Source: an optimization exercise on an open RTL-to-GDS flow (aim: small area). Production flows keep margins and buffers that such runs may drop. Function was checked by simulation only, so behaviour that the tests miss may differ from the original.

## flow/design.v (module list and top-level ports; edited modules follow where they fit)
// module first_guess: 42 lines
// module gs_recip_lut: 269 lines
// module first_guess_mult: 80 lines
// module gs_fa: 4 lines
// module gs_ha: 4 lines
// module gs_hac: 4 lines
// module gs_xnor2: 3 lines
// module gs_or2: 3 lines
// module gs_aoi22: 3 lines
// module gs_aoi222: 4 lines
// module gs_nand2: 3 lines
// module gs_nor2: 3 lines
// module gs_and2: 3 lines
// module gs_ppo: 4 lines
// module gs_o21ai: 3 lines
// module gs_times3: 253 lines
// module gs_mul4: 5932 lines
module first_guess_mult
(
  input  logic              clk,
  input  logic              rst,
  input  logic              in_valid,
  input  logic              seed_sel,
  input  logic [31:0]       d_hi,
  input  logic [gs_div_pkg::W_OP-1:0]   a0,
  input  logic [gs_div_pkg::W_OP-1:0]   a1,
  input  logic [gs_div_pkg::W_F-1:0]    b,
  output logic [gs_div_pkg::W_F-1:0]    f_seed,
  output logic [gs_div_pkg::W_P-1:0]    c0,
  output logic [gs_div_pkg::W_P-1:0]    c1,
  output logic [gs_div_pkg::W_OP-1:0]   n_next,
  output logic [gs_div_pkg::W_OP-1:0]   d_next,
  output logic [gs_div_pkg::W_F-1:0]    f_next,
  output logic              out_valid
);
  // ...
==> flow/flow/run.sh <==
#!/bin/bash
# The standard layout (standard.sh: ORFS synthesis to final layout; the
# synthesis itself is unchanged), with three layout changes:
#  - before floorplanning, combinational cells that synthesis mapped above drive
#    strength 1 are set to drive strength 1 (flow/downsize.tcl); the flow's own
#    timing and slew repair upsizes again where needed;
#  - the buffers ORFS puts on every input and output port are the smallest buffer
#    cell instead of the resizer's default choice;
#  - after global routing's timing repair, gates on paths with positive slack are
#    downsized (ORFS's power-recovery pass).
# make's output goes to standard.log; each ORFS step keeps its own log under orfs/logs.
set -euo pipefail
export PRE_FLOORPLAN_TCL="$PWD/flow/downsize.tcl"
export BUFFER_PORTS_ARGS="-buffer_cell sky130_fd_sc_hd__buf_1"
export RECOVER_POWER=100
bash standard.sh > standard.log 2>&1
==> flow/flow/downsize.tcl <==
# Gate sizing before floorplan: every combinational cell that synthesis mapped to
# a drive strength above 1 is set to its drive-1 variant (same function); the
# flow's timing and electrical repair resizes again wherever that is needed.
set n 0
foreach inst [get_cells *] {
  set m [get_property $inst ref_name]
  if {[regexp {^(sky130_fd_sc_hd__(a|o|n|x|mux|inv|and|or|buf|clkbuf|maj|ha|fa)\w*)_([2-9]|1[0-9])$} $m -> base]} {
    set lc [get_lib_cells ${base}_1]
    if {[llength $lc] == 1} {
      replace_cell $inst $lc
      incr n
    }
  }
}
puts "downsize: $n cells set to drive strength 1"
==> flow/standard.sh <==
#!/bin/bash
# synth_recipe.tcl (not shown) runs the flow's synth.tcl, then flattens the netlist and writes it again
# the make line also repeats each setting of config.mk as NAME=value (left out here)
make -C /OpenROAD-flow-scripts/flow DESIGN_CONFIG=/design/flow/config.mk WORK_HOME=/design/flow/orfs CLKGATE_MAP_FILE= SYNTH_SCRIPT=/design/flow/synth_recipe.tcl "${@:-finish}"
==> flow/config.mk <==
export PLATFORM = sky130hd
export DESIGN_NAME = first_guess_mult
export DESIGN_NICKNAME = first_guess_mult
export VERILOG_FILES = /design/flow/design.v
export SDC_FILE = /design/flow/constraint.sdc
export NUM_CORES = 4
export LEC_CHECK = 0
export CAP_MARGIN = 20
export CELL_PAD_IN_SITES_DETAIL_PLACEMENT = 1
export CORE_MARGIN = 2
export CORE_UTILIZATION = 40
export PLACE_DENSITY = 0.42
export SLEW_MARGIN = 20
export SYNTH_HIERARCHICAL = 1
==> flow/constraint.sdc <==
create_clock -name core_clock -period 20.0 [get_ports {clk}]
set_input_delay 4.0000 -clock core_clock [delete_from_list [all_inputs] [get_ports {clk}]]
set_output_delay 4.0000 -clock core_clock [all_outputs]
set_load 0.01 [all_outputs]
==> notes.md, run 1 <==
outcome finished with violations; SO Viols max-capacitance violations, max-slew violations; Worst Skew 0 ps; critical path's top delay family adder cells; post-CTS setup buffers 0; fin crit share between 90% and 100%; GR Util met1 between 50% and 60%; WL/cell around 44 µm; Top cell by count, worst path fa_1; fraction of area in registers under 10%; final worst slack ~1400 ps; initial DRC count about 13000; slowest CP cell nor4_1; Nets 11560; fraction of layout cells with a size suffix above 1 between 7 and 8%; arrival time of the worst setup path approximately 15000 ps; gr busiest metal met2; Final Max Slew Viols between 300 and 400; FFs & Latches 228; Post-DRT Antenna Nets 0; vias in the first global route approximately 99000; area of the multi-input gates roughly 81000 µm²; DR pass1 iterations 7; Signal buffers a little under 1000; CP required approximately 16000 ps; max cap viols 9; Final TNS setup 0 ps; Port Buf Inserts ~580; Biggest Area Class multi-input gates; HPWL Detailed around 340000 µm; Via Count around 93000; CLK BUF 43
==> run 2: changes to the inputs <==
==> flow/flow/run.sh (replaced) <==
#!/bin/bash
# The standard layout (standard.sh: ORFS synthesis to final layout; the
# synthesis itself is unchanged), with two layout changes:
#  - before floorplanning, combinational cells that synthesis mapped above drive
#    strength 1 are set to drive strength 1 (flow/downsize.tcl); the flow's own
#    timing, slew and capacitance repair upsizes or buffers again where needed;
#  - the buffers ORFS puts on every input and output port are the smallest buffer
#    cell instead of the resizer's default choice.
# make's output goes to standard.log; each ORFS step keeps its own log under orfs/logs.
set -euo pipefail
export PRE_FLOORPLAN_TCL="$PWD/flow/downsize.tcl"
export BUFFER_PORTS_ARGS="-buffer_cell sky130_fd_sc_hd__buf_1"
bash standard.sh > standard.log 2>&1
==> notes.md, run 2 <==
max incr delay on CP 750 ps (was 1070 ps); Post-Synthesis Net Count 10960 (unchanged); clk slew on worst S/H paths 60 ps (about the same); CP required 16000 ps (about the same); highest-count cells in the layout ignoring fill and taps 2217 x nor2_1, 2056 x fa_1, 2053 x a221o_1 (unchanged); Setup Crit Path Kind reg -> out (unchanged); CTS tree yes (unchanged); arrival time of the worst setup path 14210 ps (was 14620 ps); die width 475.6 µm (unchanged); worst-skew pair later-pin latency 700 ps (about the same); Syn. warnings 9 (unchanged); final-report hold violation count 0 (unchanged); cts bufs inserted 36 (unchanged); Final TNS setup 0 ps (unchanged); CTS Hold Buffers Added 0 (unchanged); post-CTS resize count 0 (unchanged); Port Buf Inserts 584 (unchanged); WL/cell 44.11 µm (was 44.07 µm); f_max 0.05491 GHz (was 0.05370 GHz); Least-Margin Pin Slew 1205 ps (was 3625 ps); Finished Layout Cells 12190 (was 12180); # setup viols final 0 (unchanged); Top cell by count, worst path fa_1 (unchanged); Nets 11560 (unchanged); initial DRC count 12950 (was 12990); CTS Buffer Depth 3 (unchanged); Worst Skew 0 ps (unchanged); cells after synthesis 8549 (unchanged); initial core utilization 40.14% (unchanged); Clock H-tree levels 2 (unchanged); most common cell after layout, fill and taps aside nor2_1 (unchanged); Final Wtd Congestion 0.9625 (unchanged); Layout area overhead 10.64% (was 10.54%); fraction of layout cells with a size suffix above 1 7.162% (was 7.010%); max cap viols 0 (was 9); DIE AREA 226200 µm² (unchanged); final instance area 98430 µm² (was 98340 µm²); Reg2Reg Setup Slack 17310 ps (was 17200 ps); slowest CP cell o21ai_1 (was nor4_1); CTS root buffer clkbuf_16 (unchanged); fin util 44.41% (was 44.37%); HPWL Detailed 341900 µm (unchanged); Ports 586 (unchanged); drt total wl 537800 µm (was 536800 µm); # rows 173 (unchanged); Sink Count 228 (unchanged); Final Max Slew Viols 0 (was 347); largest net degree at the start of global routing 108 (unchanged); Slew HR 18.94% (was -141.7%); crit path time final 18210 ps (was 18620 ps); Syn Std Cell Area 88970 µm² (unchanged); CP Launch Type flop (unchanged); vias per cell 7.697 (was 7.660); fin crit share 91.06% (was 93.11%); Mean Syn Cell Area 10.41 µm² (unchanged); post-CTS setup buffers 0 (unchanged); worst hold path class reg -> reg (unchanged); biggest regs a0_r (64), a1_r (64), t_r (34) (unchanged); vias in the first global route 99040 (unchanged); Setup crit end kind primary output (unchanged); initial antenna violation count 21 (was 22); drc violations 0 (unchanged); core area 221700 µm² (unchanged); GRT Util Overall 46.62% (unchanged); Die Height 475.6 µm (unchanged); RSZ-0062 raised after global routing false (unchanged); gr ovfl total 0 (unchanged); DP Cell Count 12080 (unchanged); instance area after placement 97070 µm² (unchanged); biggest fanout along the worst timing path 50 (was 27); Post-DRT Antenna Nets 0 (unchanged); first-pass GRT wire length 756800 µm (unchanged); Via Count 93850 (was 93310); DR pass1 iterations 9 (was 7); outcome finished clean (was finished with violations)
run 2: final timing paths:
kind	start	to	depth (start not counted)
min in group asynchronous	rst	f_r[27]	2
worst min register to register	f_seed_r[26]	f_seed_r[26]	1
worst max-delay path	t_r[2]	f_next[32]	36
max in group asynchronous	rst	f_r[3]	3
worst min-delay path	f_seed_r[26]	f_seed_r[26]	1
worst max register to register	t_r[34]	t_r[34]	4
run 2: through the flow:
stage                     setup WS (ps)  hold slack [ps]
final                              1788            484.5
after global routing               1511            504.2
after CTS                          1957            491.3
after detailed placement           2768            477.6
after global placement             1885            471.0
after floorplan                    3724            528.8
run 2: routing by layer:
layer,track usage [%],up-vias,routed length [µm]
li1,-,33820,-
met1,57.62,49220,195400
met2,68.57,8420,229900
met3,15.79,2369,68060
met4,32.11,18,44310
met5,0,-,125
run 2: worst max-delay path: cells and delay by family (launching register included):
family	cells	cell delay [ps]
buffers and inverters	3	1070
and+or+nand+nor	9	3000
AOI/OAI and AO/OA	4	1560
DFF	1	370
xor gates and xnor gates	2	310
adders and majority gates	18	7110
run 2: final cells by class:
class | count | area (µm²)
antenna | 44 | 110.1
sequential | 228 | 6470
fill | 24640 | 123200
clock buffer | 43 | 948.4
inverter | 80 | 312.8
multi-input combinational | 7823 | 81120
timing repair buffer | 976 | 5456
tap | 2975 | 3722
clock inverter | 23 | 291.5

[afterwards: timing with drivers on the ports]
The flow's constraints put no driver on any port. The routed layouts listed below were extracted and timed again, unchanged, in two steps. Step 1 assumes that a clkbuf_16 drives the clock port and a buf_2 every other input. Step 2 times the ports against the registers' clock, not the clock port: input delays grow and output delays shrink by t, the midpoint of the rising clock arrivals with the driver on. Slacks: no drivers / after step 1 / after step 2; pairs: no drivers / after step 1.
run	shift t [ns]	slack for setup (ns)	clock arrival spread, ns
run 1	0.800	1.378 / 1.279 / 1.699	0.099 / 0.099
run 2	0.801	1.788 / 1.689 / 2.490	0.099 / 0.098
